Context: an optimization exercise on an open-source flow, tuned for small area. The choices shown serve that exercise and are no tape-out recipe. RTL that was checked went through simulation tests only; none was proved equivalent to the original. No functional check of the RTL was part of run 1. Power and IR drop assume default switching activity.

==> flow/design.v (outline; a module is shown in full before it is edited, if it fits) <==
// module delay_line: 17 lines
// module elem_decomp: 907 lines
// module decomp_ctrl: 59 lines
// module decomp_unit: 51 lines
module decomp_unit (
  input  wire logic                  clk,
  input  wire logic                  arst_n,
  input  wire logic                  cfg_load,
  input  wire logic [CFG_W-1:0]      cfg,
  input  wire logic                  in_valid,
  input  wire logic                  in_last,
  input  wire logic [COEFF_W-1:0]    coeff,
  output logic                       out_valid,
  output logic                       out_last,
  output logic      [BUNDLE_W-1:0]   out,
  output logic                       cfg_busy,
  output logic                       cfg_reject
);
  // ...
==> flow/flow/run.sh <==
#!/bin/bash
# Own layout flow: the standard synthesis and ORFS flow, with three changes:
#  - ports are buffered with sky130_fd_sc_hd__buf_1 instead of the delay buffer
#    buffer_ports picks by default,
#  - CTS uses clkbuf_8 with larger sink clusters and inserts no dummy clock loads,
#  - constant-0 output ports share tie cells in small groups of neighbouring pins
#    (flow/share_ties.tcl, run before global placement).
# Each tool's output goes to a log of its own in this folder; ORFS keeps its
# per-step logs under orfs/logs.
set -euo pipefail
here=$(pwd)
export PRE_GLOBAL_PLACE_TCL="$here/flow/share_ties.tcl"
export TIE_GROUP=${TIE_GROUP:-12}
export BUFFER_PORTS_ARGS="-buffer_cell sky130_fd_sc_hd__buf_1"
export CTS_ARGS="-sink_clustering_enable -repair_clock_nets -dont_use_dummy_load -buf_list sky130_fd_sc_hd__clkbuf_8 -sink_clustering_size 20 -sink_clustering_max_diameter 45"
bash standard.sh synth > "$here/synth.log" 2>&1
bash standard.sh > "$here/layout.log" 2>&1
==> flow/flow/share_ties.tcl <==
# Let neighbouring constant-0 output ports share one tie cell.
# Each such port is driven by a tie of its own after floorplan (through the
# buffer that synthesis put in front of each port); the buffers are removed
# first, as global placement would do anyway, then the ports are sorted along
# the die edge and each run of TIE_GROUP ports keeps only its first tie.
remove_buffers
set block [ord::get_db_block]
set die [$block getDieArea]
set W [$die dx]
set H [$die dy]
set cands {}
foreach inst [$block getInsts] {
  if {[[$inst getMaster] getName] ne "sky130_fd_sc_hd__conb_1"} { continue }
  set lo [$inst findITerm LO]
  set hi [$inst findITerm HI]
  if {$lo eq "NULL" || [$lo getNet] eq "NULL"} { continue }
  if {$hi ne "NULL" && [$hi getNet] ne "NULL"} { continue }
  set net [$lo getNet]
  set bts [$net getBTerms]
  if {[llength $bts] != 1 || [llength [$net getITerms]] != 1} { continue }
  set bt [lindex $bts 0]
  if {[$bt getIoType] ne "OUTPUT"} { continue }
  set bb [$bt getBBox]
  set x [expr {([$bb xMin] + [$bb xMax]) / 2}]
  set y [expr {([$bb yMin] + [$bb yMax]) / 2}]
  # position along the die edge, counter-clockwise from the lower left corner
  if {$y <= 0 + 2000} {
    set p $x
  } elseif {$x >= $W - 2000} {
    set p [expr {$W + $y}]
  } elseif {$y >= $H - 2000} {
    set p [expr {$W + $H + ($W - $x)}]
  } else {
    set p [expr {2 * $W + $H + ($H - $y)}]
  }
  lappend cands [list $p $inst $net $bt]
}
set cands [lsort -real -index 0 $cands]
set k 0
set keep ""
set shared 0
foreach c $cands {
  lassign $c p inst net bt
  if {$k % $::env(TIE_GROUP) == 0} {
    set keep $net
  } else {
    $bt disconnect
    $bt connect $keep
    odb::dbInst_destroy $inst
    odb::dbNet_destroy $net
    incr shared
  }
  incr k
}
puts "share_ties: [llength $cands] constant ports, $shared ties removed"
==> flow/standard.sh <==
#!/bin/bash
# synth_recipe.tcl (not shown) runs the flow's synth.tcl, then flattens the netlist and writes it again
# the make line also repeats each setting of config.mk as NAME=value (left out here)
make -C /OpenROAD-flow-scripts/flow DESIGN_CONFIG=/design/flow/config.mk WORK_HOME=/design/flow/orfs CLKGATE_MAP_FILE= SYNTH_SCRIPT=/design/flow/synth_recipe.tcl "${@:-finish}"
==> flow/config.mk <==
export PLATFORM = sky130hd
export DESIGN_NAME = decomp_unit
export DESIGN_NICKNAME = decomp_unit
export VERILOG_FILES = /design/flow/design.v
export SDC_FILE = /design/flow/constraint.sdc
export NUM_CORES = 4
export LEC_CHECK = 0
export CAP_MARGIN = 20
export CORE_MARGIN = 2
export CORE_UTILIZATION = 50
export GPL_TIMING_DRIVEN = 0
export SETUP_SLACK_MARGIN = 0.05
export SLEW_MARGIN = 20
==> flow/constraint.sdc <==
create_clock -name core_clock -period 4.0 [get_ports {clk}]
set_input_delay 0.8000 -clock core_clock [delete_from_list [all_inputs] [get_ports {clk}]]
set_output_delay 0.8000 -clock core_clock [all_outputs]
set_load 0.01 [all_outputs]
==> reports/summary.md, run 1 <==
The run finished with no timing, DRC or antenna violations. The analysis attributes to net switching a power of 1.63 mW. The run gives 3860 um2 as the area of combinational cells with multiple inputs. The floorplan step defined a die boundary enclosing 25900 um2. The total detailed-routing wirelength came out at 38300 um. Setup repair after global routing left no endpoint under its margin. The tools report the sequential cell area in the final layout as 6980 um2. STA classifies the critical path startpoint as a register. The run gives 1.51 mW as the clock-net power. Leakage power summed over all cells: 5.01 nW. The tools report the destination of the worst hold path as u_coeff_dly.stage[5]. The run gives 77.1 ps as the worst clock skew. The tools report the area of placed instances as 12000 um2. The critical path runs through a total of 8 cells.

The critical path goes through buf_16, clkinvlp_4, buf_4, a2bb2o_1, a2bb2oi_1, o22ai_1, o32ai_2, buf_1. Each instance of the synthesized netlist takes up on average 10.6 um2. Among all cell classes, the greatest summed area belongs to sequential cells. Synthesis instantiated 62 different standard cells from the library. After global routing, the most crowded layer is met1. The count of pins over their slew limit came out at 0.

In this run, synthesis produced a sequential element count of 344. The logs give 8379 for the number of global-route vias before repair and 324 for the number of tapcells. The tools report the origin of the critical flop-to-flop path as u_ctrl.vld[1].

The clock network accounts for 24.7% of the total power. The layout filler cell count came out at 2281. The power density over the cells came out at 484 nW/um2. The share of total power dissipated in sequential elements is 61.2%. Global routing used 6.38% of the available met3 tracks. In this design, the stage delay of the slowest critical-path cell is 510 ps.

Clock latency on the worst-skew pair, taken at its later pin, is 590 ps. The library cells used most frequently in the layout, excluding fill and tap cells, are dfxtp_1, buf_1, o22ai_1, a22oi_1, nand2_1. Max-cap violations in this run came to 0.

Sequential cell area fraction in the yosys report: 56.6%. For the detailed-route wire length on metal 1, the log shows 17200 um. The tools report the detailed route wirelength on metal2 as 15400 um. The commonest cells after synthesis are dfxtp_1, buf_4, o22ai_1. The most common library cell in the layout ignoring fill and taps is dfxtp_1. The horizontal extent of the die works out to 161 um. Detailed placer's ending HPWL: 27000 um.
==> run 2, diff against run 1 <==
--- a/flow/design.v
+++ b/flow/design.v
@@ -452,168 +452,168 @@
   logic s3_0_0_10;
   logic s3_0_1_11;
   logic s3_0_0_12;
   logic s3_0_1_13;
   logic s3_0_0_14;
   logic s3_0_1_15;
   assign l1_n0 = ~((c[17] | tn[4]) & (c[1] | t[4]));
   assign l1_n1 = ~((c[25] | tn[4]) & (c[9] | t[4]));
-  assign l1_n2 = ~((l1_n1 & t[3]) | (l1_n0 & tn[3]));
+  assign l1_n2 = ~((l1_n1 | tn[3]) & (l1_n0 | t[3]));
   assign l1_n3 = ~((c[21] | tn[4]) & (c[5] | t[4]));
   assign l1_n4 = ~((c[29] | tn[4]) & (c[13] | t[4]));
-  assign l1_n5 = ~((l1_n4 & t[3]) | (l1_n3 & tn[3]));
+  assign l1_n5 = ~((l1_n4 | tn[3]) & (l1_n3 | t[3]));
   assign l1_n6 = ~((l1_n5 | tn[2]) & (l1_n2 | t[2]));
   assign l1_n7 = ~((c[19] | tn[4]) & (c[3] | t[4]));
   assign l1_n8 = ~((c[27] | tn[4]) & (c[11] | t[4]));
-  assign l1_n9 = ~((l1_n8 & t[3]) | (l1_n7 & tn[3]));
+  assign l1_n9 = ~((l1_n8 | tn[3]) & (l1_n7 | t[3]));
   assign l1_n10 = ~((c[23] | tn[4]) & (c[7] | t[4]));
   assign l1_n11 = ~((c[31] | tn[4]) & (c[15] | t[4]));
-  assign l1_n12 = ~((l1_n11 & t[3]) | (l1_n10 & tn[3]));
+  assign l1_n12 = ~((l1_n11 | tn[3]) & (l1_n10 | t[3]));
   assign l1_n13 = ~((l1_n12 | tn[2]) & (l1_n9 | t[2]));
-  assign l1_n14 = ~((l1_n13 & t[1]) | (l1_n6 & tn[1]));
+  assign l1_n14 = ~((l1_n13 | tn[1]) & (l1_n6 | t[1]));
   assign l1_n15 = ~((c[18] | tn[4]) & (c[2] | t[4]));
   assign l1_n16 = ~((c[26] | tn[4]) & (c[10] | t[4]));
-  assign l1_n17 = ~((l1_n16 & t[3]) | (l1_n15 & tn[3]));
+  assign l1_n17 = ~((l1_n16 | tn[3]) & (l1_n15 | t[3]));
   assign l1_n18 = ~((c[22] | tn[4]) & (c[6] | t[4]));
   assign l1_n19 = ~((c[30] | tn[4]) & (c[14] | t[4]));
-  assign l1_n20 = ~((l1_n19 & t[3]) | (l1_n18 & tn[3]));
+  assign l1_n20 = ~((l1_n19 | tn[3]) & (l1_n18 | t[3]));
   assign l1_n21 = ~((l1_n20 | tn[2]) & (l1_n17 | t[2]));
   assign l1_n22 = ~((c[20] | tn[4]) & (c[4] | t[4]));
   assign l1_n23 = ~((c[28] | tn[4]) & (c[12] | t[4]));
-  assign l1_n24 = ~((l1_n23 & t[3]) | (l1_n22 & tn[3]));
+  assign l1_n24 = ~((l1_n23 | tn[3]) & (l1_n22 | t[3]));
   assign l1_n25 = ~((c[24] | tn[4]) & (c[8] | t[4]));
   assign l1_n26 = ~((c[32] | tn[4]) & (c[16] | t[4]));
-  assign l1_n27 = ~((l1_n26 & t[3]) | (l1_n25 & tn[3]));
+  assign l1_n27 = ~((l1_n26 | tn[3]) & (l1_n25 | t[3]));
   assign l1_n28 = ~((l1_n27 | tn[2]) & (l1_n24 | t[2]));
-  assign l1_n29 = ~((l1_n28 & t[1]) | (l1_n21 & tn[1]));
+  assign l1_n29 = ~((l1_n28 | tn[1]) & (l1_n21 | t[1]));
   assign l1_n30 = ~((l1_n29 | tn[0]) & (l1_n14 | t[0]));
   assign l1_n31 = ~((c[33] | tn[4]) & (c[17] | t[4]));
-  assign l1_n32 = ~((l1_n31 & t[3]) | (l1_n1 & tn[3]));
+  assign l1_n32 = ~((l1_n31 | tn[3]) & (l1_n1 | t[3]));
   assign l1_n33 = ~((l1_n32 | tn[2]) & (l1_n5 | t[2]));
-  assign l1_n34 = ~((l1_n33 & t[1]) | (l1_n13 & tn[1]));
+  assign l1_n34 = ~((l1_n33 | tn[1]) & (l1_n13 | t[1]));
   assign l1_n35 = ~((l1_n34 | tn[0]) & (l1_n29 | t[0]));
   assign l1_n36 = ~((c[34] | tn[4]) & (c[18] | t[4]));
-  assign l1_n37 = ~((l1_n36 & t[3]) | (l1_n16 & tn[3]));
+  assign l1_n37 = ~((l1_n36 | tn[3]) & (l1_n16 | t[3]));
   assign l1_n38 = ~((l1_n37 | tn[2]) & (l1_n20 | t[2]));
-  assign l1_n39 = ~((l1_n38 & t[1]) | (l1_n28 & tn[1]));
+  assign l1_n39 = ~((l1_n38 | tn[1]) & (l1_n28 | t[1]));
   assign l1_n40 = ~((l1_n39 | tn[0]) & (l1_n34 | t[0]));
   assign l1_n41 = ~((c[35] | tn[4]) & (c[19] | t[4]));
-  assign l1_n42 = ~((l1_n41 & t[3]) | (l1_n8 & tn[3]));
+  assign l1_n42 = ~((l1_n41 | tn[3]) & (l1_n8 | t[3]));
   assign l1_n43 = ~((l1_n42 | tn[2]) & (l1_n12 | t[2]));
-  assign l1_n44 = ~((l1_n43 & t[1]) | (l1_n33 & tn[1]));
+  assign l1_n44 = ~((l1_n43 | tn[1]) & (l1_n33 | t[1]));
   assign l1_n45 = ~((l1_n44 | tn[0]) & (l1_n39 | t[0]));
   assign l1_n46 = ~((c[36] | tn[4]) & (c[20] | t[4]));
-  assign l1_n47 = ~((l1_n46 & t[3]) | (l1_n23 & tn[3]));
+  assign l1_n47 = ~((l1_n46 | tn[3]) & (l1_n23 | t[3]));
   assign l1_n48 = ~((l1_n47 | tn[2]) & (l1_n27 | t[2]));
-  assign l1_n49 = ~((l1_n48 & t[1]) | (l1_n38 & tn[1]));
+  assign l1_n49 = ~((l1_n48 | tn[1]) & (l1_n38 | t[1]));
   assign l1_n50 = ~((l1_n49 | tn[0]) & (l1_n44 | t[0]));
   assign l1_n51 = ~((c[37] | tn[4]) & (c[21] | t[4]));
-  assign l1_n52 = ~((l1_n51 & t[3]) | (l1_n4 & tn[3]));
+  assign l1_n52 = ~((l1_n51 | tn[3]) & (l1_n4 | t[3]));
   assign l1_n53 = ~((l1_n52 | tn[2]) & (l1_n32 | t[2]));
-  assign l1_n54 = ~((l1_n53 & t[1]) | (l1_n43 & tn[1]));
+  assign l1_n54 = ~((l1_n53 | tn[1]) & (l1_n43 | t[1]));
   assign l1_n55 = ~((l1_n54 | tn[0]) & (l1_n49 | t[0]));
   assign l1_n56 = ~((c[38] | tn[4]) & (c[22] | t[4]));
-  assign l1_n57 = ~((l1_n56 & t[3]) | (l1_n19 & tn[3]));
+  assign l1_n57 = ~((l1_n56 | tn[3]) & (l1_n19 | t[3]));
   assign l1_n58 = ~((l1_n57 | tn[2]) & (l1_n37 | t[2]));
-  assign l1_n59 = ~((l1_n58 & t[1]) | (l1_n48 & tn[1]));
+  assign l1_n59 = ~((l1_n58 | tn[1]) & (l1_n48 | t[1]));
   assign l1_n60 = ~((l1_n59 | tn[0]) & (l1_n54 | t[0]));
   assign l1_n61 = ~((c[39] | tn[4]) & (c[23] | t[4]));
-  assign l1_n62 = ~((l1_n61 & t[3]) | (l1_n11 & tn[3]));
+  assign l1_n62 = ~((l1_n61 | tn[3]) & (l1_n11 | t[3]));
   assign l1_n63 = ~((l1_n62 | tn[2]) & (l1_n42 | t[2]));
-  assign l1_n64 = ~((l1_n63 & t[1]) | (l1_n53 & tn[1]));
+  assign l1_n64 = ~((l1_n63 | tn[1]) & (l1_n53 | t[1]));
   assign l1_n65 = ~((l1_n64 | tn[0]) & (l1_n59 | t[0]));
   assign l1_n66 = ~((c[40] | tn[4]) & (c[24] | t[4]));
-  assign l1_n67 = ~((l1_n66 & t[3]) | (l1_n26 & tn[3]));
+  assign l1_n67 = ~((l1_n66 | tn[3]) & (l1_n26 | t[3]));
   assign l1_n68 = ~((l1_n67 | tn[2]) & (l1_n47 | t[2]));
-  assign l1_n69 = ~((l1_n68 & t[1]) | (l1_n58 & tn[1]));
+  assign l1_n69 = ~((l1_n68 | tn[1]) & (l1_n58 | t[1]));
   assign l1_n70 = ~((l1_n69 | tn[0]) & (l1_n64 | t[0]));
   assign l1_n71 = ~((c[41] | tn[4]) & (c[25] | t[4]));
-  assign l1_n72 = ~((l1_n71 & t[3]) | (l1_n31 & tn[3]));
+  assign l1_n72 = ~((l1_n71 | tn[3]) & (l1_n31 | t[3]));
   assign l1_n73 = ~((l1_n72 | tn[2]) & (l1_n52 | t[2]));
-  assign l1_n74 = ~((l1_n73 & t[1]) | (l1_n63 & tn[1]));
+  assign l1_n74 = ~((l1_n73 | tn[1]) & (l1_n63 | t[1]));
   assign l1_n75 = ~((l1_n74 | tn[0]) & (l1_n69 | t[0]));
   assign l1_n76 = ~((c[42] | tn[4]) & (c[26] | t[4]));
-  assign l1_n77 = ~((l1_n76 & t[3]) | (l1_n36 & tn[3]));
+  assign l1_n77 = ~((l1_n76 | tn[3]) & (l1_n36 | t[3]));
   assign l1_n78 = ~((l1_n77 | tn[2]) & (l1_n57 | t[2]));
-  assign l1_n79 = ~((l1_n78 & t[1]) | (l1_n68 & tn[1]));
+  assign l1_n79 = ~((l1_n78 | tn[1]) & (l1_n68 | t[1]));
   assign l1_n80 = ~((l1_n79 | tn[0]) & (l1_n74 | t[0]));
   assign l1_n81 = ~((c[43] | tn[4]) & (c[27] | t[4]));
-  assign l1_n82 = ~((l1_n81 & t[3]) | (l1_n41 & tn[3]));
+  assign l1_n82 = ~((l1_n81 | tn[3]) & (l1_n41 | t[3]));
   assign l1_n83 = ~((l1_n82 | tn[2]) & (l1_n62 | t[2]));
-  assign l1_n84 = ~((l1_n83 & t[1]) | (l1_n73 & tn[1]));
+  assign l1_n84 = ~((l1_n83 | tn[1]) & (l1_n73 | t[1]));
   assign l1_n85 = ~((l1_n84 | tn[0]) & (l1_n79 | t[0]));
   assign l1_n86 = ~((c[44] | tn[4]) & (c[28] | t[4]));
-  assign l1_n87 = ~((l1_n86 & t[3]) | (l1_n46 & tn[3]));
+  assign l1_n87 = ~((l1_n86 | tn[3]) & (l1_n46 | t[3]));
   assign l1_n88 = ~((l1_n87 | tn[2]) & (l1_n67 | t[2]));
-  assign l1_n89 = ~((l1_n88 & t[1]) | (l1_n78 & tn[1]));
+  assign l1_n89 = ~((l1_n88 | tn[1]) & (l1_n78 | t[1]));
   assign l1_n90 = ~((l1_n89 | tn[0]) & (l1_n84 | t[0]));
   assign l1_n91 = ~((c[45] | tn[4]) & (c[29] | t[4]));
-  assign l1_n92 = ~((l1_n91 & t[3]) | (l1_n51 & tn[3]));
+  assign l1_n92 = ~((l1_n91 | tn[3]) & (l1_n51 | t[3]));
   assign l1_n93 = ~((l1_n92 | tn[2]) & (l1_n72 | t[2]));
-  assign l1_n94 = ~((l1_n93 & t[1]) | (l1_n83 & tn[1]));
+  assign l1_n94 = ~((l1_n93 | tn[1]) & (l1_n83 | t[1]));
   assign l1_n95 = ~((l1_n94 | tn[0]) & (l1_n89 | t[0]));
   assign l1_n96 = ~((c[46] | tn[4]) & (c[30] | t[4]));
-  assign l1_n97 = ~((l1_n96 & t[3]) | (l1_n56 & tn[3]));
+  assign l1_n97 = ~((l1_n96 | tn[3]) & (l1_n56 | t[3]));
   assign l1_n98 = ~((l1_n97 | tn[2]) & (l1_n77 | t[2]));
-  assign l1_n99 = ~((l1_n98 & t[1]) | (l1_n88 & tn[1]));
+  assign l1_n99 = ~((l1_n98 | tn[1]) & (l1_n88 | t[1]));
   assign l1_n100 = ~((l1_n99 | tn[0]) & (l1_n94 | t[0]));
   assign l1_n101 = ~((c[47] | tn[4]) & (c[31] | t[4]));
-  assign l1_n102 = ~((l1_n101 & t[3]) | (l1_n61 & tn[3]));
+  assign l1_n102 = ~((l1_n101 | tn[3]) & (l1_n61 | t[3]));
   assign l1_n103 = ~((l1_n102 | tn[2]) & (l1_n82 | t[2]));
-  assign l1_n104 = ~((l1_n103 & t[1]) | (l1_n93 & tn[1]));
+  assign l1_n104 = ~((l1_n103 | tn[1]) & (l1_n93 | t[1]));
   assign l1_n105 = ~((l1_n104 | tn[0]) & (l1_n99 | t[0]));
   assign l1_n106 = ~((c[48] | tn[3]) & (~l1_n66 | t[3]));
   assign l1_n107 = ~((~l1_n106 | tn[2]) & (l1_n87 | t[2]));
-  assign l1_n108 = ~((l1_n107 & t[1]) | (l1_n98 & tn[1]));
+  assign l1_n108 = ~((l1_n107 | tn[1]) & (l1_n98 | t[1]));
   assign l1_n109 = ~((l1_n108 | tn[0]) & (l1_n104 | t[0]));
   assign l1_n110 = ~((c[49] | tn[3]) & (~l1_n71 | t[3]));
   assign l1_n111 = ~((~l1_n110 | tn[2]) & (l1_n92 | t[2]));
-  assign l1_n112 = ~((l1_n111 & t[1]) | (l1_n103 & tn[1]));
+  assign l1_n112 = ~((l1_n111 | tn[1]) & (l1_n103 | t[1]));
   assign l1_n113 = ~((l1_n112 | tn[0]) & (l1_n108 | t[0]));
   assign l1_n114 = ~((c[50] | tn[3]) & (~l1_n76 | t[3]));
   assign l1_n115 = ~((~l1_n114 | tn[2]) & (l1_n97 | t[2]));
-  assign l1_n116 = ~((l1_n115 & t[1]) | (l1_n107 & tn[1]));
+  assign l1_n116 = ~((l1_n115 | tn[1]) & (l1_n107 | t[1]));
   assign l1_n117 = ~((l1_n116 | tn[0]) & (l1_n112 | t[0]));
   assign l1_n118 = ~((c[51] | tn[3]) & (~l1_n81 | t[3]));
   assign l1_n119 = ~((~l1_n118 | tn[2]) & (l1_n102 | t[2]));
-  assign l1_n120 = ~((l1_n119 & t[1]) | (l1_n111 & tn[1]));
+  assign l1_n120 = ~((l1_n119 | tn[1]) & (l1_n111 | t[1]));
   assign l1_n121 = ~((l1_n120 | tn[0]) & (l1_n116 | t[0]));
   assign l1_n122 = ~((c[52] | tn[3]) & (~l1_n86 | t[3]));
-  assign l1_n123 = ~((l1_n122 & t[2]) | (l1_n106 & tn[2]));
+  assign l1_n123 = ~((l1_n122 | tn[2]) & (l1_n106 | t[2]));
   assign l1_n124 = ~((l1_n123 | tn[1]) & (~l1_n115 | t[1]));
   assign l1_n125 = ~((~l1_n124 | tn[0]) & (l1_n120 | t[0]));
   assign l1_n126 = ~((c[53] | tn[3]) & (~l1_n91 | t[3]));
-  assign l1_n127 = ~((l1_n126 & t[2]) | (l1_n110 & tn[2]));
+  assign l1_n127 = ~((l1_n126 | tn[2]) & (l1_n110 | t[2]));
   assign l1_n128 = ~((l1_n127 | tn[1]) & (~l1_n119 | t[1]));
-  assign l1_n129 = ~((l1_n128 & t[0]) | (l1_n124 & tn[0]));
+  assign l1_n129 = ~((l1_n128 | tn[0]) & (l1_n124 | t[0]));
   assign l1_n130 = ~((c[54] | tn[3]) & (~l1_n96 | t[3]));
-  assign l1_n131 = ~((l1_n130 & t[2]) | (l1_n114 & tn[2]));
+  assign l1_n131 = ~((l1_n130 | tn[2]) & (l1_n114 | t[2]));
   assign l1_n132 = ~((l1_n131 | tn[1]) & (l1_n123 | t[1]));
-  assign l1_n133 = ~((l1_n132 & t[0]) | (l1_n128 & tn[0]));
+  assign l1_n133 = ~((l1_n132 | tn[0]) & (l1_n128 | t[0]));
   assign l1_n134 = ~((c[55] | tn[3]) & (~l1_n101 | t[3]));
-  assign l1_n135 = ~((l1_n134 & t[2]) | (l1_n118 & tn[2]));
+  assign l1_n135 = ~((l1_n134 | tn[2]) & (l1_n118 | t[2]));
   assign l1_n136 = ~((l1_n135 | tn[1]) & (l1_n127 | t[1]));
-  assign l1_n137 = ~((l1_n136 & t[0]) | (l1_n132 & tn[0]));
+  assign l1_n137 = ~((l1_n136 | tn[0]) & (l1_n132 | t[0]));
   assign l1_n138 = ~((c[56] | tn[2]) & (~l1_n122 | t[2]));
   assign l1_n139 = ~((~l1_n138 | tn[1]) & (l1_n131 | t[1]));
-  assign l1_n140 = ~((l1_n139 & t[0]) | (l1_n136 & tn[0]));
+  assign l1_n140 = ~((l1_n139 | tn[0]) & (l1_n136 | t[0]));
   assign l1_n141 = ~((c[57] | tn[2]) & (~l1_n126 | t[2]));
   assign l1_n142 = ~((~l1_n141 | tn[1]) & (l1_n135 | t[1]));
-  assign l1_n143 = ~((l1_n142 & t[0]) | (l1_n139 & tn[0]));
+  assign l1_n143 = ~((l1_n142 | tn[0]) & (l1_n139 | t[0]));
   assign l1_n144 = ~((c[58] | tn[2]) & (~l1_n130 | t[2]));
-  assign l1_n145 = ~((l1_n144 & t[1]) | (l1_n138 & tn[1]));
+  assign l1_n145 = ~((l1_n144 | tn[1]) & (l1_n138 | t[1]));
   assign l1_n146 = ~((l1_n145 | tn[0]) & (~l1_n142 | t[0]));
   assign l1_n147 = ~((c[59] | tn[2]) & (~l1_n134 | t[2]));
-  assign l1_n148 = ~((l1_n147 & t[1]) | (l1_n141 & tn[1]));
+  assign l1_n148 = ~((l1_n147 | tn[1]) & (l1_n141 | t[1]));
   assign l1_n149 = ~((l1_n148 | tn[0]) & (l1_n145 | t[0]));
   assign l1_n150 = ~((c[60] | tn[1]) & (~l1_n144 | t[1]));
   assign l1_n151 = ~((~l1_n150 | tn[0]) & (l1_n148 | t[0]));
   assign l1_n152 = ~((c[61] | tn[1]) & (~l1_n147 | t[1]));
-  assign l1_n153 = ~((l1_n152 & t[0]) | (l1_n150 & tn[0]));
+  assign l1_n153 = ~((l1_n152 | tn[0]) & (l1_n150 | t[0]));
   assign l1_n154 = ~((c[62] | tn[0]) & (~l1_n152 | t[0]));
   assign d1[0] = (l1_n29 & s1_0_1_1) | (l1_n14 & s1_0_0_0);
   assign d1[1] = (l1_n34 & s1_0_1_1) | (l1_n29 & s1_0_0_2);
   assign d1[2] = (l1_n39 & s1_0_1_3) | (l1_n34 & s1_0_0_2);
   assign d1[3] = (l1_n44 & s1_0_1_3) | (l1_n39 & s1_0_0_4);
   assign d1[4] = (l1_n49 & s1_0_1_5) | (l1_n44 & s1_0_0_4);
   assign d1[5] = (l1_n54 & s1_0_1_5) | (l1_n49 & s1_0_0_6);
   assign d1[6] = (l1_n59 & s1_0_1_7) | (l1_n54 & s1_0_0_6);
@@ -671,122 +671,122 @@
   assign s1_0_0_26 = en[1] & tn[0] & (t >= 5'd26);
   assign s1_0_1_27 = en[1] & t[0] & (t >= 5'd27);
   assign s1_0_0_28 = en[1] & tn[0] & (t >= 5'd28);
   assign s1_0_1_29 = en[1] & t[0] & (t >= 5'd29);
   assign s1_0_0_30 = en[1] & tn[0] & (t >= 5'd30);
   assign s1_0_1_31 = en[1] & t[0] & (t >= 5'd31);
   assign l2_n0 = ~((c[34] | tn[4]) & (c[2] | t[4]));
   assign l2_n1 = ~((c[50] | tn[4]) & (c[18] | t[4]));
-  assign l2_n2 = ~((l2_n1 & t[3]) | (l2_n0 & tn[3]));
+  assign l2_n2 = ~((l2_n1 | tn[3]) & (l2_n0 | t[3]));
   assign l2_n3 = ~((c[42] | tn[4]) & (c[10] | t[4]));
   assign l2_n4 = ~((c[26] | tn[3]) & (~l2_n3 | t[3]));
   assign l2_n5 = ~((~l2_n4 | tn[2]) & (l2_n2 | t[2]));
   assign l2_n6 = ~((c[38] | tn[4]) & (c[6] | t[4]));
   assign l2_n7 = ~((c[54] | tn[4]) & (c[22] | t[4]));
-  assign l2_n8 = ~((l2_n7 & t[3]) | (l2_n6 & tn[3]));
+  assign l2_n8 = ~((l2_n7 | tn[3]) & (l2_n6 | t[3]));
   assign l2_n9 = ~((c[46] | tn[4]) & (c[14] | t[4]));
   assign l2_n10 = ~((c[30] | tn[3]) & (~l2_n9 | t[3]));
   assign l2_n11 = ~((~l2_n10 | tn[2]) & (l2_n8 | t[2]));
-  assign l2_n12 = ~((l2_n11 & t[1]) | (l2_n5 & tn[1]));
+  assign l2_n12 = ~((l2_n11 | tn[1]) & (l2_n5 | t[1]));
   assign l2_n13 = ~((c[36] | tn[4]) & (c[4] | t[4]));
   assign l2_n14 = ~((c[52] | tn[4]) & (c[20] | t[4]));
-  assign l2_n15 = ~((l2_n14 & t[3]) | (l2_n13 & tn[3]));
+  assign l2_n15 = ~((l2_n14 | tn[3]) & (l2_n13 | t[3]));
   assign l2_n16 = ~((c[44] | tn[4]) & (c[12] | t[4]));
   assign l2_n17 = ~((c[28] | tn[3]) & (~l2_n16 | t[3]));
   assign l2_n18 = ~((~l2_n17 | tn[2]) & (l2_n15 | t[2]));
   assign l2_n19 = ~((c[40] | tn[4]) & (c[8] | t[4]));
   assign l2_n20 = ~((c[24] | tn[3]) & (~l2_n19 | t[3]));
   assign l2_n21 = ~((c[48] | tn[4]) & (c[16] | t[4]));
   assign l2_n22 = ~((c[32] | tn[3]) & (~l2_n21 | t[3]));
-  assign l2_n23 = ~((l2_n22 & t[2]) | (l2_n20 & tn[2]));
+  assign l2_n23 = ~((l2_n22 | tn[2]) & (l2_n20 | t[2]));
   assign l2_n24 = ~((l2_n23 | tn[1]) & (~l2_n18 | t[1]));
   assign l2_n25 = ~((~l2_n24 | tn[0]) & (l2_n12 | t[0]));
   assign l2_n26 = ~((c[35] | tn[4]) & (c[19] | t[4]));
   assign l2_n27 = ~((c[43] | tn[4]) & (c[11] | t[4]));
   assign l2_n28 = ~((c[27] | tn[3]) & (~l2_n27 | t[3]));
-  assign l2_n29 = ~((l2_n28 & t[2]) | (l2_n26 & tn[2]));
+  assign l2_n29 = ~((l2_n28 | tn[2]) & (l2_n26 | t[2]));
   assign l2_n30 = ~((c[39] | tn[4]) & (c[7] | t[4]));
   assign l2_n31 = ~((c[55] | tn[4]) & (c[23] | t[4]));
-  assign l2_n32 = ~((l2_n31 & t[3]) | (l2_n30 & tn[3]));
+  assign l2_n32 = ~((l2_n31 | tn[3]) & (l2_n30 | t[3]));
   assign l2_n33 = ~((c[47] | tn[4]) & (c[15] | t[4]));
   assign l2_n34 = ~((c[31] | tn[3]) & (~l2_n33 | t[3]));
   assign l2_n35 = ~((~l2_n34 | tn[2]) & (l2_n32 | t[2]));
   assign l2_n36 = ~((~l2_n35 | tn[1]) & (l2_n29 | t[1]));
   assign l2_n37 = ~((c[37] | tn[4]) & (c[5] | t[4]));
   assign l2_n38 = ~((c[53] | tn[4]) & (c[21] | t[4]));
-  assign l2_n39 = ~((l2_n38 & t[3]) | (l2_n37 & tn[3]));
+  assign l2_n39 = ~((l2_n38 | tn[3]) & (l2_n37 | t[3]));
   assign l2_n40 = ~((c[45] | tn[4]) & (c[13] | t[4]));
   assign l2_n41 = ~((c[29] | tn[3]) & (~l2_n40 | t[3]));
   assign l2_n42 = ~((~l2_n41 | tn[2]) & (l2_n39 | t[2]));
   assign l2_n43 = ~((c[41] | tn[4]) & (c[9] | t[4]));
   assign l2_n44 = ~((c[25] | tn[3]) & (~l2_n43 | t[3]));
   assign l2_n45 = ~((c[49] | tn[4]) & (c[17] | t[4]));
   assign l2_n46 = ~((c[33] | tn[3]) & (~l2_n45 | t[3]));
-  assign l2_n47 = ~((l2_n46 & t[2]) | (l2_n44 & tn[2]));
+  assign l2_n47 = ~((l2_n46 | tn[2]) & (l2_n44 | t[2]));
   assign l2_n48 = ~((l2_n47 | tn[1]) & (~l2_n42 | t[1]));
-  assign l2_n49 = ~((l2_n48 & t[0]) | (l2_n36 & tn[0]));
+  assign l2_n49 = ~((l2_n48 | tn[0]) & (l2_n36 | t[0]));
   assign l2_n50 = ~((c[34] | tn[3]) & (~l2_n1 | t[3]));
-  assign l2_n51 = ~((l2_n50 & t[2]) | (l2_n4 & tn[2]));
+  assign l2_n51 = ~((l2_n50 | tn[2]) & (l2_n4 | t[2]));
   assign l2_n52 = ~((l2_n51 | tn[1]) & (~l2_n11 | t[1]));
-  assign l2_n53 = ~((l2_n52 & t[0]) | (l2_n24 & tn[0]));
+  assign l2_n53 = ~((l2_n52 | tn[0]) & (l2_n24 | t[0]));
   assign l2_n54 = ~((c[51] | tn[4]) & (c[19] | t[4]));
   assign l2_n55 = ~((c[35] | tn[3]) & (~l2_n54 | t[3]));
-  assign l2_n56 = ~((l2_n55 & t[2]) | (l2_n28 & tn[2]));
+  assign l2_n56 = ~((l2_n55 | tn[2]) & (l2_n28 | t[2]));
   assign l2_n57 = ~((l2_n56 | tn[1]) & (~l2_n35 | t[1]));
-  assign l2_n58 = ~((l2_n57 & t[0]) | (l2_n48 & tn[0]));
+  assign l2_n58 = ~((l2_n57 | tn[0]) & (l2_n48 | t[0]));
   assign l2_n59 = ~((c[36] | tn[3]) & (~l2_n14 | t[3]));
-  assign l2_n60 = ~((l2_n59 & t[2]) | (l2_n17 & tn[2]));
+  assign l2_n60 = ~((l2_n59 | tn[2]) & (l2_n17 | t[2]));
   assign l2_n61 = ~((l2_n60 | tn[1]) & (l2_n23 | t[1]));
-  assign l2_n62 = ~((l2_n61 & t[0]) | (l2_n52 & tn[0]));
+  assign l2_n62 = ~((l2_n61 | tn[0]) & (l2_n52 | t[0]));
   assign l2_n63 = ~((c[37] | tn[3]) & (~l2_n38 | t[3]));
-  assign l2_n64 = ~((l2_n63 & t[2]) | (l2_n41 & tn[2]));
+  assign l2_n64 = ~((l2_n63 | tn[2]) & (l2_n41 | t[2]));
   assign l2_n65 = ~((l2_n64 | tn[1]) & (l2_n47 | t[1]));
-  assign l2_n66 = ~((l2_n65 & t[0]) | (l2_n57 & tn[0]));
+  assign l2_n66 = ~((l2_n65 | tn[0]) & (l2_n57 | t[0]));
   assign l2_n67 = ~((c[38] | tn[3]) & (~l2_n7 | t[3]));
-  assign l2_n68 = ~((l2_n67 & t[2]) | (l2_n10 & tn[2]));
+  assign l2_n68 = ~((l2_n67 | tn[2]) & (l2_n10 | t[2]));
   assign l2_n69 = ~((l2_n68 | tn[1]) & (l2_n51 | t[1]));
-  assign l2_n70 = ~((l2_n69 & t[0]) | (l2_n61 & tn[0]));
+  assign l2_n70 = ~((l2_n69 | tn[0]) & (l2_n61 | t[0]));
   assign l2_n71 = ~((c[39] | tn[3]) & (~l2_n31 | t[3]));
-  assign l2_n72 = ~((l2_n71 & t[2]) | (l2_n34 & tn[2]));
+  assign l2_n72 = ~((l2_n71 | tn[2]) & (l2_n34 | t[2]));
   assign l2_n73 = ~((l2_n72 | tn[1]) & (l2_n56 | t[1]));
-  assign l2_n74 = ~((l2_n73 & t[0]) | (l2_n65 & tn[0]));
+  assign l2_n74 = ~((l2_n73 | tn[0]) & (l2_n65 | t[0]));
   assign l2_n75 = ~((c[56] | tn[4]) & (c[40] | t[4]));
-  assign l2_n76 = ~((l2_n75 & t[2]) | (l2_n22 & tn[2]));
+  assign l2_n76 = ~((l2_n75 | tn[2]) & (l2_n22 | t[2]));
   assign l2_n77 = ~((l2_n76 | tn[1]) & (l2_n60 | t[1]));
-  assign l2_n78 = ~((l2_n77 & t[0]) | (l2_n69 & tn[0]));
+  assign l2_n78 = ~((l2_n77 | tn[0]) & (l2_n69 | t[0]));
   assign l2_n79 = ~((c[57] | tn[4]) & (c[41] | t[4]));
-  assign l2_n80 = ~((l2_n79 & t[2]) | (l2_n46 & tn[2]));
+  assign l2_n80 = ~((l2_n79 | tn[2]) & (l2_n46 | t[2]));
   assign l2_n81 = ~((l2_n80 | tn[1]) & (l2_n64 | t[1]));
-  assign l2_n82 = ~((l2_n81 & t[0]) | (l2_n73 & tn[0]));
+  assign l2_n82 = ~((l2_n81 | tn[0]) & (l2_n73 | t[0]));
   assign l2_n83 = ~((c[58] | tn[4]) & (c[42] | t[4]));
-  assign l2_n84 = ~((l2_n83 & t[2]) | (l2_n50 & tn[2]));
+  assign l2_n84 = ~((l2_n83 | tn[2]) & (l2_n50 | t[2]));
   assign l2_n85 = ~((l2_n84 | tn[1]) & (l2_n68 | t[1]));
-  assign l2_n86 = ~((l2_n85 & t[0]) | (l2_n77 & tn[0]));
+  assign l2_n86 = ~((l2_n85 | tn[0]) & (l2_n77 | t[0]));
   assign l2_n87 = ~((c[59] | tn[4]) & (c[43] | t[4]));
-  assign l2_n88 = ~((l2_n87 & t[2]) | (l2_n55 & tn[2]));
+  assign l2_n88 = ~((l2_n87 | tn[2]) & (l2_n55 | t[2]));
   assign l2_n89 = ~((l2_n88 | tn[1]) & (l2_n72 | t[1]));
-  assign l2_n90 = ~((l2_n89 & t[0]) | (l2_n81 & tn[0]));
+  assign l2_n90 = ~((l2_n89 | tn[0]) & (l2_n81 | t[0]));
   assign l2_n91 = ~((c[60] | tn[4]) & (c[44] | t[4]));
-  assign l2_n92 = ~((l2_n91 & t[2]) | (l2_n59 & tn[2]));
+  assign l2_n92 = ~((l2_n91 | tn[2]) & (l2_n59 | t[2]));
   assign l2_n93 = ~((l2_n92 | tn[1]) & (l2_n76 | t[1]));
-  assign l2_n94 = ~((l2_n93 & t[0]) | (l2_n85 & tn[0]));
+  assign l2_n94 = ~((l2_n93 | tn[0]) & (l2_n85 | t[0]));
   assign l2_n95 = ~((c[53] | tn[4]) & (c[45] | t[4]));
   assign l2_n96 = ~((~l2_n95 | tn[1]) & (l2_n80 | t[1]));
-  assign l2_n97 = ~((l2_n96 & t[0]) | (l2_n89 & tn[0]));
+  assign l2_n97 = ~((l2_n96 | tn[0]) & (l2_n89 | t[0]));
   assign l2_n98 = ~((c[54] | tn[4]) & (c[46] | t[4]));
   assign l2_n99 = ~((~l2_n98 | tn[1]) & (l2_n84 | t[1]));
-  assign l2_n100 = ~((l2_n99 & t[0]) | (l2_n93 & tn[0]));
+  assign l2_n100 = ~((l2_n99 | tn[0]) & (l2_n93 | t[0]));
   assign l2_n101 = ~((c[55] | tn[4]) & (c[47] | t[4]));
   assign l2_n102 = ~((~l2_n101 | tn[1]) & (l2_n88 | t[1]));
-  assign l2_n103 = ~((l2_n102 & t[0]) | (l2_n96 & tn[0]));
+  assign l2_n103 = ~((l2_n102 | tn[0]) & (l2_n96 | t[0]));
   assign l2_n104 = ~((c[56] | tn[1]) & (l2_n92 | t[1]));
-  assign l2_n105 = ~((l2_n104 & t[0]) | (l2_n99 & tn[0]));
+  assign l2_n105 = ~((l2_n104 | tn[0]) & (l2_n99 | t[0]));
   assign l2_n106 = ~((c[57] | tn[1]) & (~l2_n95 | t[1]));
-  assign l2_n107 = ~((l2_n106 & t[0]) | (l2_n102 & tn[0]));
+  assign l2_n107 = ~((l2_n106 | tn[0]) & (l2_n102 | t[0]));
   assign l2_n108 = ~((c[58] | tn[0]) & (~l2_n104 | t[0]));
   assign l2_n109 = ~((c[61] | tn[2]) & (~l2_n87 | t[2]));
   assign d2[0] = (~l2_n24 & s2_0_1_1) | (l2_n12 & s2_0_0_0);
   assign d2[1] = (~l2_n48 & s2_0_1_1) | (~l2_n36 & s2_0_0_2);
   assign d2[2] = (~l2_n52 & s2_0_1_3) | (~l2_n24 & s2_0_0_2);
   assign d2[3] = (~l2_n57 & s2_0_1_3) | (~l2_n48 & s2_0_0_4);
   assign d2[4] = (~l2_n61 & s2_0_1_5) | (~l2_n52 & s2_0_0_4);
   assign d2[5] = (~l2_n65 & s2_0_1_5) | (~l2_n57 & s2_0_0_6);
@@ -824,92 +824,92 @@
   assign s2_0_0_16 = en[2] & tn[0] & (t >= 5'd16);
   assign s2_0_1_17 = en[2] & t[0] & (t >= 5'd17);
   assign s2_0_0_18 = en[2] & tn[0] & (t >= 5'd18);
   assign s2_0_1_19 = en[2] & t[0] & (t >= 5'd19);
   assign s2_2_1_20 = en[2] & t[2] & (t >= 5'd20);
   assign s2_2_0_19 = en[2] & tn[2] & (t >= 5'd19);
   assign l3_n0 = ~((c[27] | tn[3]) & (c[3] | t[3]));
   assign l3_n1 = ~((c[39] | tn[3]) & (c[15] | t[3]));
-  assign l3_n2 = ~((l3_n1 & t[2]) | (l3_n0 & tn[2]));
+  assign l3_n2 = ~((l3_n1 | tn[2]) & (l3_n0 | t[2]));
   assign l3_n3 = ~((c[33] | tn[3]) & (c[9] | t[3]));
   assign l3_n4 = ~((c[45] | tn[3]) & (c[21] | t[3]));
-  assign l3_n5 = ~((l3_n4 & t[2]) | (l3_n3 & tn[2]));
+  assign l3_n5 = ~((l3_n4 | tn[2]) & (l3_n3 | t[2]));
   assign l3_n6 = ~((l3_n5 | tn[1]) & (l3_n2 | t[1]));
   assign l3_n7 = ~((c[30] | tn[3]) & (c[6] | t[3]));
   assign l3_n8 = ~((c[42] | tn[3]) & (c[18] | t[3]));
-  assign l3_n9 = ~((l3_n8 & t[2]) | (l3_n7 & tn[2]));
+  assign l3_n9 = ~((l3_n8 | tn[2]) & (l3_n7 | t[2]));
   assign l3_n10 = ~((c[36] | tn[3]) & (c[12] | t[3]));
   assign l3_n11 = ~((c[48] | tn[3]) & (c[24] | t[3]));
-  assign l3_n12 = ~((l3_n11 & t[2]) | (l3_n10 & tn[2]));
+  assign l3_n12 = ~((l3_n11 | tn[2]) & (l3_n10 | t[2]));
   assign l3_n13 = ~((l3_n12 | tn[1]) & (l3_n9 | t[1]));
-  assign l3_n14 = ~((l3_n13 & t[0]) | (l3_n6 & tn[0]));
+  assign l3_n14 = ~((l3_n13 | tn[0]) & (l3_n6 | t[0]));
   assign l3_n15 = ~((c[40] | tn[3]) & (c[16] | t[3]));
   assign l3_n16 = ~((~l3_n15 | tn[2]) & (c[28] | t[2]));
   assign l3_n17 = ~((c[34] | tn[3]) & (c[10] | t[3]));
   assign l3_n18 = ~((c[46] | tn[3]) & (c[22] | t[3]));
-  assign l3_n19 = ~((l3_n18 & t[2]) | (l3_n17 & tn[2]));
+  assign l3_n19 = ~((l3_n18 | tn[2]) & (l3_n17 | t[2]));
   assign l3_n20 = ~((l3_n19 | tn[1]) & (~l3_n16 | t[1]));
   assign l3_n21 = ~((c[31] | tn[3]) & (c[7] | t[3]));
   assign l3_n22 = ~((c[43] | tn[3]) & (c[19] | t[3]));
-  assign l3_n23 = ~((l3_n22 & t[2]) | (l3_n21 & tn[2]));
+  assign l3_n23 = ~((l3_n22 | tn[2]) & (l3_n21 | t[2]));
   assign l3_n24 = ~((c[37] | tn[3]) & (c[13] | t[3]));
   assign l3_n25 = ~((c[49] | tn[3]) & (c[25] | t[3]));
-  assign l3_n26 = ~((l3_n25 & t[2]) | (l3_n24 & tn[2]));
+  assign l3_n26 = ~((l3_n25 | tn[2]) & (l3_n24 | t[2]));
   assign l3_n27 = ~((l3_n26 | tn[1]) & (l3_n23 | t[1]));
-  assign l3_n28 = ~((l3_n27 & t[0]) | (l3_n20 & tn[0]));
+  assign l3_n28 = ~((l3_n27 | tn[0]) & (l3_n20 | t[0]));
   assign l3_n29 = ~((c[41] | tn[3]) & (c[17] | t[3]));
   assign l3_n30 = ~((~l3_n29 | tn[2]) & (c[29] | t[2]));
   assign l3_n31 = ~((c[35] | tn[3]) & (c[11] | t[3]));
   assign l3_n32 = ~((c[47] | tn[3]) & (c[23] | t[3]));
-  assign l3_n33 = ~((l3_n32 & t[2]) | (l3_n31 & tn[2]));
+  assign l3_n33 = ~((l3_n32 | tn[2]) & (l3_n31 | t[2]));
   assign l3_n34 = ~((l3_n33 | tn[1]) & (~l3_n30 | t[1]));
   assign l3_n35 = ~((c[44] | tn[3]) & (c[20] | t[3]));
   assign l3_n36 = ~((~l3_n35 | tn[2]) & (c[32] | t[2]));
   assign l3_n37 = ~((c[38] | tn[3]) & (c[14] | t[3]));
   assign l3_n38 = ~((c[50] | tn[3]) & (c[26] | t[3]));
-  assign l3_n39 = ~((l3_n38 & t[2]) | (l3_n37 & tn[2]));
+  assign l3_n39 = ~((l3_n38 | tn[2]) & (l3_n37 | t[2]));
   assign l3_n40 = ~((l3_n39 | tn[1]) & (~l3_n36 | t[1]));
-  assign l3_n41 = ~((l3_n40 & t[0]) | (l3_n34 & tn[0]));
+  assign l3_n41 = ~((l3_n40 | tn[0]) & (l3_n34 | t[0]));
   assign l3_n42 = ~((c[51] | tn[3]) & (c[27] | t[3]));
-  assign l3_n43 = ~((l3_n42 & t[2]) | (l3_n1 & tn[2]));
+  assign l3_n43 = ~((l3_n42 | tn[2]) & (l3_n1 | t[2]));
   assign l3_n44 = ~((l3_n43 | tn[1]) & (l3_n5 | t[1]));
-  assign l3_n45 = ~((l3_n44 & t[0]) | (l3_n13 & tn[0]));
+  assign l3_n45 = ~((l3_n44 | tn[0]) & (l3_n13 | t[0]));
   assign l3_n46 = ~((c[52] | tn[3]) & (c[28] | t[3]));
-  assign l3_n47 = ~((l3_n46 & t[2]) | (l3_n15 & tn[2]));
+  assign l3_n47 = ~((l3_n46 | tn[2]) & (l3_n15 | t[2]));
   assign l3_n48 = ~((l3_n47 | tn[1]) & (l3_n19 | t[1]));
-  assign l3_n49 = ~((l3_n48 & t[0]) | (l3_n27 & tn[0]));
+  assign l3_n49 = ~((l3_n48 | tn[0]) & (l3_n27 | t[0]));
   assign l3_n50 = ~((c[53] | tn[3]) & (c[29] | t[3]));
-  assign l3_n51 = ~((l3_n50 & t[2]) | (l3_n29 & tn[2]));
+  assign l3_n51 = ~((l3_n50 | tn[2]) & (l3_n29 | t[2]));
   assign l3_n52 = ~((l3_n51 | tn[1]) & (l3_n33 | t[1]));
-  assign l3_n53 = ~((l3_n52 & t[0]) | (l3_n40 & tn[0]));
+  assign l3_n53 = ~((l3_n52 | tn[0]) & (l3_n40 | t[0]));
   assign l3_n54 = ~((c[54] | tn[3]) & (c[30] | t[3]));
-  assign l3_n55 = ~((l3_n54 & t[2]) | (l3_n8 & tn[2]));
+  assign l3_n55 = ~((l3_n54 | tn[2]) & (l3_n8 | t[2]));
   assign l3_n56 = ~((l3_n55 | tn[1]) & (l3_n12 | t[1]));
-  assign l3_n57 = ~((l3_n56 & t[0]) | (l3_n44 & tn[0]));
+  assign l3_n57 = ~((l3_n56 | tn[0]) & (l3_n44 | t[0]));
   assign l3_n58 = ~((c[55] | tn[3]) & (c[31] | t[3]));
-  assign l3_n59 = ~((l3_n58 & t[2]) | (l3_n22 & tn[2]));
+  assign l3_n59 = ~((l3_n58 | tn[2]) & (l3_n22 | t[2]));
   assign l3_n60 = ~((l3_n59 | tn[1]) & (l3_n26 | t[1]));
-  assign l3_n61 = ~((l3_n60 & t[0]) | (l3_n48 & tn[0]));
+  assign l3_n61 = ~((l3_n60 | tn[0]) & (l3_n48 | t[0]));
   assign l3_n62 = ~((c[56] | tn[2]) & (~l3_n35 | t[2]));
   assign l3_n63 = ~((~l3_n62 | tn[1]) & (l3_n39 | t[1]));
-  assign l3_n64 = ~((l3_n63 & t[0]) | (l3_n52 & tn[0]));
+  assign l3_n64 = ~((l3_n63 | tn[0]) & (l3_n52 | t[0]));
   assign l3_n65 = ~((c[57] | tn[2]) & (~l3_n4 | t[2]));
   assign l3_n66 = ~((~l3_n65 | tn[1]) & (l3_n43 | t[1]));
-  assign l3_n67 = ~((l3_n66 & t[0]) | (l3_n56 & tn[0]));
+  assign l3_n67 = ~((l3_n66 | tn[0]) & (l3_n56 | t[0]));
   assign l3_n68 = ~((c[58] | tn[2]) & (~l3_n18 | t[2]));
   assign l3_n69 = ~((~l3_n68 | tn[1]) & (l3_n47 | t[1]));
-  assign l3_n70 = ~((l3_n69 & t[0]) | (l3_n60 & tn[0]));
+  assign l3_n70 = ~((l3_n69 | tn[0]) & (l3_n60 | t[0]));
   assign l3_n71 = ~((c[59] | tn[2]) & (~l3_n32 | t[2]));
   assign l3_n72 = ~((~l3_n71 | tn[1]) & (l3_n51 | t[1]));
-  assign l3_n73 = ~((l3_n72 & t[0]) | (l3_n63 & tn[0]));
+  assign l3_n73 = ~((l3_n72 | tn[0]) & (l3_n63 | t[0]));
   assign l3_n74 = ~((c[60] | tn[1]) & (l3_n55 | t[1]));
-  assign l3_n75 = ~((l3_n74 & t[0]) | (l3_n66 & tn[0]));
+  assign l3_n75 = ~((l3_n74 | tn[0]) & (l3_n66 | t[0]));
   assign l3_n76 = ~((c[61] | tn[1]) & (l3_n59 | t[1]));
-  assign l3_n77 = ~((l3_n76 & t[0]) | (l3_n69 & tn[0]));
+  assign l3_n77 = ~((l3_n76 | tn[0]) & (l3_n69 | t[0]));
   assign l3_n78 = ~((c[62] | tn[0]) & (~l3_n72 | t[0]));
   assign d3[0] = (~l3_n13 & s3_0_1_1) | (~l3_n6 & s3_0_0_0);
   assign d3[1] = (~l3_n27 & s3_0_1_1) | (~l3_n20 & s3_0_0_2);
   assign d3[2] = (~l3_n40 & s3_0_1_3) | (~l3_n34 & s3_0_0_2);
   assign d3[3] = (~l3_n44 & s3_0_1_3) | (~l3_n13 & s3_0_0_4);
   assign d3[4] = (~l3_n48 & s3_0_1_5) | (~l3_n27 & s3_0_0_4);
   assign d3[5] = (~l3_n52 & s3_0_1_5) | (~l3_n40 & s3_0_0_6);
   assign d3[6] = (~l3_n56 & s3_0_1_7) | (~l3_n44 & s3_0_0_6);
--- a/flow/flow/run.sh
+++ b/flow/flow/run.sh
@@ -7,11 +7,11 @@
 #    (flow/share_ties.tcl, run before global placement).
 # Each tool's output goes to a log of its own in this folder; ORFS keeps its
 # per-step logs under orfs/logs.
 set -euo pipefail
 here=$(pwd)
 export PRE_GLOBAL_PLACE_TCL="$here/flow/share_ties.tcl"
 export TIE_GROUP=${TIE_GROUP:-12}
 export BUFFER_PORTS_ARGS="-buffer_cell sky130_fd_sc_hd__buf_1"
-export CTS_ARGS="-sink_clustering_enable -repair_clock_nets -dont_use_dummy_load -buf_list sky130_fd_sc_hd__clkbuf_8 -sink_clustering_size 20 -sink_clustering_max_diameter 45"
+export CTS_ARGS="-sink_clustering_enable -repair_clock_nets -dont_use_dummy_load -buf_list sky130_fd_sc_hd__clkbuf_4 -sink_clustering_size 10 -sink_clustering_max_diameter 30"
 bash standard.sh synth > "$here/synth.log" 2>&1
 bash standard.sh > "$here/layout.log" 2>&1
==> flow/config.mk (replaced) <==
export PLATFORM = sky130hd
export DESIGN_NAME = decomp_unit
export DESIGN_NICKNAME = decomp_unit
export VERILOG_FILES = /design/flow/design.v
export SDC_FILE = /design/flow/constraint.sdc
export NUM_CORES = 4
export LEC_CHECK = 0
export CAP_MARGIN = 20
export CORE_MARGIN = 2
export CORE_UTILIZATION = 55
export GPL_TIMING_DRIVEN = 0
export SETUP_SLACK_MARGIN = 0.05
export SLEW_MARGIN = 20
==> reports/summary.md, run 2 <==
The total CTS buffers came out at 48 (was 26). The routed length per instance came out at 23.6 um (was 25.7 um). Count of pins over their slew limit: 0 (unchanged). The area of the core was 21800 um2 (was 24200 um2); the async set-reset flop share out of synthesis was 4.07% (unchanged). For the number of nets in the final layout, the log shows 1295 (was 1251). The tools report the kind of end point of the critical path as an output port (unchanged).

The number of unique standard cell types used by synthesis is 59 (was 62). The post-synthesis average cell area is 10.3 um2 (was 10.6 um2). The type of the worst min-delay path was in2async (was in2reg).

Count of mapped cells out of synthesis: 1187 (was 1163). Clock tree root buffer cell: clkbuf_4 (was clkbuf_8). The actual slew at the worst max-slew pin is 913 ps (was 1010 ps), and the die area is 23400 um2 (was 25900 um2). The clock input transition at the sequential cells of the worst setup and hold paths is 90 ps (was 110 ps), and the global routing usage summed across all routing layers is 28.7% (was 27.9%). The run gives 4.90 nW (was 5.01 nW) as the leakage power summed over all cells.

The worst clock skew is 74.4 ps (was 77.1 ps). The first-pass GRT wire length was 51300 um (was 54000 um); the total detailed-routing wirelength was 35300 um (was 38300 um). The power density over the cells was 484 nW/um2 (about the same); the final number of setup-violating endpoints was 0 (unchanged).

The logs give 0 (unchanged) for the total grt overflow and 0.964 (about the same) for the last weighted congestion value of the routability-driven placer. The CTS H-tree depth came out at 2 (was 1). The worst reg-to-reg path cell count works out to 6 (was 5). The routed via count divided by cell count is 6.17 (was 6.12).

Top cells by area in the synthesized netlist: dfxtp_1, buf_4, o22ai_1 (unchanged). The run gives 56.0% (was 50.7%) as the initial core utilization. Register with the highest flop count: u_coeff_dly.stage (unchanged).

The number of synthesized register bits was 344 (unchanged). The flip-flop count of the largest register after layout was 320 (unchanged). Most frequent cells after synthesis: dfxtp_1, o22ai_1, buf_4 (was dfxtp_1, buf_4, o22ai_1).

For the count of TritonRoute iterations in the first routing pass, the log shows 8 (was 6). The dominant synthesized flop cell was dfxtp_1 (unchanged). The type of the setup path with the least slack is reg2out (unchanged). The number of DRC markers after the initial detailed-route iteration was 977 (was 1235). The cell with the most instances after synthesis was dfxtp_1 (unchanged). The number of antenna violations at the first check in global routing is 0 (unchanged), and the count of input and output buffers is 187 (unchanged). The detailed placer's ending HPWL was 24800 um (was 27000 um). The chip height was 153 um (was 161 um).

Setup repair after global routing could not meet its margin everywhere. Leading cell types in the layout, fill and taps excluded: dfxtp_1, buf_1, o22ai_1, nor2_1, clkbuf_4 (was dfxtp_1, buf_1, o22ai_1, a22oi_1, nand2_1). TritonCTS built the clock tree. Data arrival time of the worst path: 3070 ps (was 3080 ps). The setup slack of the most critical reg-to-reg path was 1620 ps (was 1980 ps). The row count was 54 (was 57). For the number of sinks on the clock net, the log shows 344 (unchanged). The share of post-route cells with drive strength above 1 is 8.42% (was 6.42%), and the boundary pin count is 343 (unchanged). The portion of synthesized cell area occupied by the leading cell type was 54.0% (was 53.7%); the total via count in the routed design was 9212 (was 9131).

The insertion delay of the later-clocked pin in the worst-skew pair was 660 ps (was 590 ps); the layout-stage area growth over the synthesis result was 2.52% (was 2.44%). The fraction of the cycle the final worst path needs works out to 96.7% (was 97.0%). The cell area after synthesis came out at 12200 um2 (was 12300 um2). The biggest area consumer among synthesized cells is dfxtp_1 (unchanged). The count of flip-flops with a built-in enable after synthesis was 0 (unchanged); the final critical delay including setup and external delays was 3870 ps (was 3880 ps). The critical path required time came out at 3200 ps (about the same).

The tools report the maximum vdd drop as 0.366 mV (was 0.497 mV). The hold violation total from the final report was 0 (unchanged); the count of nets left with antenna violations after detail routing was 0 (unchanged). The sequential cell area fraction in the yosys report came out at 56.9% (was 56.6%).

The most common library cell in the layout ignoring fill and taps was dfxtp_1 (unchanged). The critical-path maximum fanout was 71 (was 56); the worst hold margin was 221 ps (was 294 ps). Highest clock frequency the design can meet: 259 MHz (was 258 MHz). The kind of launch point of the worst setup path was a register (unchanged). The pin count of the biggest net entering global routing is 72 (was 80). The horizontal extent of the die works out to 153 um (was 161 um). The number of global-route vias before repair is 8283 (was 8379). The run gives 0 (unchanged) as the remaining design rule violation count. The number of maximum-capacitance violations was 0 (unchanged); the total negative setup slack was 0 ps (unchanged). The count of synthesis-stage warnings from yosys came out at 4 (unchanged).

The run finished with no timing, DRC or antenna violations. The logs give 3 (unchanged) for the buffer depth of the longest clock path and 38.9% (was 32.2%) for the relative max-transition margin. The cts-stage hold buffer count came out at 0 (unchanged).
## run 2: changes by cell type in the layout (fill, tap and decap cells not counted), sizes merged, moves of 11 or more
cell	delta
nand2	-20
o22ai	+17
o21ai	+12
o22a	+17
o32ai	+11
nor2	+53
a22oi	-66
clkbuf	+22
## run 2: kinds of logic after synthesis
group           after synthesis  share of synthesized area [%]
mux                          13                           1.27
other cells                   1                         0.0307
flops                       344                           56.9
xor+xnor                      3                          0.215
simple gates                221                           8.41
buf+inv                     249                           12.7
fa+ha+maj                     2                          0.205
compound gates              354                           20.3
## run 2: what timing repair did
action | 4_1_cts | 5_1_grt
cloned | 2 | 0
setup buffers | 4 | 3
resized for setup | 9 | 10
setup endpoints to repair | 64 | 25
endpoints found under the hold margin | 0 | 0
pin swaps | 0 | 0
## run 2: worst paths after layout
| path | end | startpoint |
|---|---|---|
| worst max-delay path | out[93] | u_ctrl.tm1_q[3] |
| worst min-delay path | u_ctrl.cfg_reject | arst_n |
| worst max register to register | u_ctrl.dis_q[2] | u_ctrl.vld[0] |
| worst min register to register | u_coeff_dly.stage[151] | u_coeff_dly.stage[87] |
| max in group asynchronous | asynchronous set/reset pin | arst_n |
| min in group core_clock | u_coeff_dly.stage[30] | coeff[30] |
## run 2: through the flow
step / power, mW / setup slack [ps] / utilization, % / std cells / area (um2)
6_report: 6.07 / 133 / 57.4 / 1494 / 12500
5_1_grt: 6.36 / 34.2 / 57.4 / 1492 / 12500
4_1_cts: 6.11 / 50.0 / 57.0 / 1488 / 12400
3_5_place_dp: 4.58 / 113 / 54.8 / 1434 / 12000
3_3_place_gp: 4.57 / -2020 / 54.2 / 1429 / 11800
2_1_floorplan: 4.39 / 1270 / - / 1341 / 12800
## run 2: area by class of cell
type / instances / area [um2]
Antenna cell: 2 / 5.00
Clock buffer: 48 / 360
Fill cell: 1984 / 9290
Inverter: 12 / 53.8
Multi-Input combinational cell: 606 / 3820
Sequential cell: 344 / 6980
Tap cell: 280 / 350
Timing Repair Buffer: 200 / 947
Timing Repair inverter: 2 / 15.0
## run 2: metal layers
metal,up-vias,wire [um],track usage [%]
li1,4141,-,-
met3,109,5360,11.9
met2,686,13700,38.6
met5,-,0,0
met1,4276,14900,41.2
met4,0,1350,9.96
## run 2: where the power goes
part / switching (mW) / total, mW / internal [mW]
clock network: 0.954 / 1.50 / 0.550
logic: 0.570 / 0.845 / 0.275
registers: 0.115 / 3.72 / 3.61
## run 2: worst max-delay path: stages, from the launching register on
cell and delay [ps]:
dfxtp_4 460, buf_16 280, clkinvlp_4 180, buf_12 170, and2_1 140, o2bb2ai_1 430
o22a_1 230, nand3_1 90, a21oi_1 240, buf_1 190
==> run 3, diff against run 2 <==
--- a/flow/flow/run.sh
+++ b/flow/flow/run.sh
@@ -11,7 +11,7 @@
 here=$(pwd)
 export PRE_GLOBAL_PLACE_TCL="$here/flow/share_ties.tcl"
-export TIE_GROUP=${TIE_GROUP:-12}
+export TIE_GROUP=${TIE_GROUP:-20}
 export BUFFER_PORTS_ARGS="-buffer_cell sky130_fd_sc_hd__buf_1"
-export CTS_ARGS="-sink_clustering_enable -repair_clock_nets -dont_use_dummy_load -buf_list sky130_fd_sc_hd__clkbuf_4 -sink_clustering_size 10 -sink_clustering_max_diameter 30"
+export CTS_ARGS="-sink_clustering_enable -repair_clock_nets -dont_use_dummy_load -buf_list sky130_fd_sc_hd__clkbuf_8 -sink_clustering_size 20 -sink_clustering_max_diameter 45"
 bash standard.sh synth > "$here/synth.log" 2>&1
 bash standard.sh > "$here/layout.log" 2>&1
--- a/flow/config.mk
+++ b/flow/config.mk
@@ -8,5 +8,5 @@
 export CAP_MARGIN = 20
 export CORE_MARGIN = 2
-export CORE_UTILIZATION = 55
+export CORE_UTILIZATION = 62
 export GPL_TIMING_DRIVEN = 0
 export SETUP_SLACK_MARGIN = 0.05
==> reports/summary.md, run 3 <==
The routed length per instance was 24.1 um (was 23.6 um); the number of DRC markers after the initial detailed-route iteration was 1428 (was 977). TritonCTS built the clock tree. The total via count in the routed design is 9118 (was 9212). The leakage power summed over all cells is 4.80 nW (was 4.90 nW), and the die area is 20900 um2 (was 23400 um2). Async set-reset flop share out of synthesis: 4.07% (unchanged). The cell area after synthesis was 12200 um2 (unchanged); the hold violation total from the final report was 0 (unchanged). The row count came out at 51 (was 54). Detailed placer's ending HPWL: 25800 um (was 24800 um).

The routed wire length on met3 is 4510 um (was 5360 um), and the number of maximum-capacitance violations is 0 (unchanged). The critical-path maximum fanout works out to 33 (was 71). The number of nets in the final layout was 1264 (was 1295).

The portion of synthesized cell area occupied by the leading cell type was 54.0% (unchanged); the final number of setup-violating endpoints was 0 (unchanged). The tools report the detailed route wirelength on metal2 as 14600 um (was 13700 um). Clock tree root buffer cell: clkbuf_8 (was clkbuf_4). Top cells by area in the synthesized netlist: dfxtp_1, buf_4, o22ai_1 (unchanged). Most frequent cells after synthesis: dfxtp_1, o22ai_1, buf_4 (unchanged). The maximum vdd drop is 0.525 mV (was 0.366 mV).

The run gives 0 (unchanged) as the remaining design rule violation count. Count of mapped cells out of synthesis: 1187 (unchanged). Number of cells after detailed placement: 1416 (was 1434). The flow ran to the end and the layout has no timing, DRC or antenna violations. Horizontal extent of the die: 144 um (was 153 um). The actual slew at the worst max-slew pin is 942 ps (was 913 ps). CTS H-tree depth: 1 (was 2). The total CTS buffers was 25 (was 48); the count of pins over their slew limit was 0 (unchanged). The tools report the cts-stage hold buffer count as 0 (unchanged). The type of the worst min-delay path is reg2reg (was in2async). The power density over the cells was 488 nW/um2 (was 484 nW/um2). The clock input transition at the sequential cells of the worst setup and hold paths is 100 ps (was 90 ps). The run gives 0 (was 2) as the number of inserted diodes. The dominant synthesized flop cell was dfxtp_1 (unchanged). Leading cell types in the layout, fill and taps excluded: dfxtp_1, buf_1, o22ai_1, nor2_1, nand2_1 (was dfxtp_1, buf_1, o22ai_1, nor2_1, clkbuf_4). The logs give 0 (unchanged) for the count of nets left with antenna violations after detail routing and 34900 um (was 35300 um) for the total detailed-routing wirelength. The chip height is 144 um (was 153 um). The tools report the boundary pin count as 343 (unchanged). The post-synthesis average cell area was 10.3 um2 (unchanged); the first-pass GRT wire length was 49700 um (was 51300 um). The terminus of the critical flop-to-flop path was u_ctrl.dis_q[3] (was u_ctrl.dis_q[2]). The flip-flop count of the largest register after layout is 320 (unchanged), and the worst clock skew is 62.2 ps (was 74.4 ps).

The highest clock frequency the design can meet is 260 MHz (was 259 MHz). The total negative setup slack was 0 ps (unchanged).
-- run 3: timing repair --
| item | CTS | global route |
|---|---|---|
| resized for setup | 5 | 5 |
| gates cloned | 1 | 0 |
| endpoints found under the setup margin | 53 | 7 |
| endpoints found under the hold margin | 0 | 0 |
| buffers inserted | 3 | 0 |
-- run 3: how the worst min path moves through the flow --
stage | from | to | slack (ps) | depth (start not counted)
finish | u_coeff_dly.stage[72] | u_coeff_dly.stage[136] | 290 | 0
floorplan | u_coeff_dly.stage[36] | u_coeff_dly.stage[100] | 310 | 0
detailed placement | u_coeff_dly.stage[57] | u_coeff_dly.stage[121] | 310 | 0
CTS | coeff[33] | u_coeff_dly.stage[33] | 280 | 1
global placement | u_last_dly.stage[0] | u_last_dly.stage[1] | 310 | 0
global route | coeff[33] | u_coeff_dly.stage[33] | 270 | 1
-- run 3: routing by layer --
| metal | GRT usage, % | up-vias |
|---|---|---|
| li1 | - | 4061 |
| met1 | 46.2 | 4219 |
| met2 | 47.2 | 736 |
| met3 | 8.71 | 100 |
| met4 | 9.40 | 2 |
| met5 | 0 | - |
-- run 3: power breakdown --
| part | switching, mW | internal, mW | leakage (nW) |
|---|---|---|---|
| logic | 0.562 | 0.270 | 1.67 |
| registers | 0.118 | 3.61 | 2.96 |
| clock network | 0.929 | 0.558 | 0.180 |
-- run 3: final cells by class --
| cell class | instances | area [um2] |
|---|---|---|
| repair inverters | 1 | 5.00 |
| inverters | 12 | 53.8 |
| well taps | 265 | 332 |
| flip-flops and latches | 344 | 6980 |
| fillers | 1622 | 7010 |
| multi-input cells | 601 | 3760 |
| repair buffers | 198 | 903 |
| clock buffers | 25 | 344 |
-- run 3: critical path, stage by stage (launching register included) --
cell,delay (ps)
dfstp_4,860
o22a_1,210
nor2_1,50
o32ai_1,540
o22ai_1,270
o31ai_1,390
buf_1,200
-- run 3: metrics by stage --
step | setup slack [ps] | cell area, um2 | power [mW] | hold slack (ps)
final | 151 | 12400 | 6.05 | 295
after global routing | 70.0 | 12400 | 6.27 | 272
after CTS | 103 | 12300 | 6.05 | 281
after detailed placement | 265 | 12000 | 4.59 | 312
after global placement | -2060 | 11800 | 4.57 | 310
after floorplan | 1270 | 12800 | 4.39 | 310
-- run 3: cell families (layout without fill, tap and decap cells) --
| family | Yosys count | in the layout | share of synthesized area, % |
|---|---|---|---|
| AND/OR/NAND/NOR | 221 | 221 | 8.41 |
| flip-flops | 344 | 344 | 56.9 |
| AO/OA/AOI/OAI | 354 | 354 | 20.3 |
| other | 1 | 8 | 0.0307 |
| buffers and inverters | 249 | 236 | 12.7 |
| multiplexers | 13 | 13 | 1.27 |
| adder cells (fa/ha/maj) | 2 | 2 | 0.205 |
| XOR/XNOR | 3 | 3 | 0.215 |

==> separate check: timing with driven ports <==
No port has a modelled driver above. Below, the same layouts with a new extraction and two added sets of constraints. Step 1 (the two cells are an assumption about what drives the block):
set clk [get_ports {clk}]
set_driving_cell -lib_cell sky130_fd_sc_hd__clkbuf_16 $clk
set_driving_cell -lib_cell sky130_fd_sc_hd__buf_2 [delete_from_list [all_inputs] $clk]
Step 2 also shifts input and output timing later by t, the mid clock arrival at the registers, as if the neighbouring blocks saw the same clock. Slacks: no drivers / after step 1 / after step 2; pairs: no drivers / after step 1.
run | t, ns | setup slack, ns | hold slack, ns | worst slew at a driven data input, ns
run 1 | 0.597 | 0.118 / 0.070 / 0.667 | 0.294 / 0.270 / 0.299 | 0.05
run 2 | 0.653 | 0.133 / 0.103 / 0.756 | 0.221 / 0.215 / 0.267 | 0.09
run 3 | 0.560 | 0.151 / 0.118 / 0.678 | 0.295 / 0.295 / 0.295 | 0.07
After both steps every run listed still meets setup and hold.
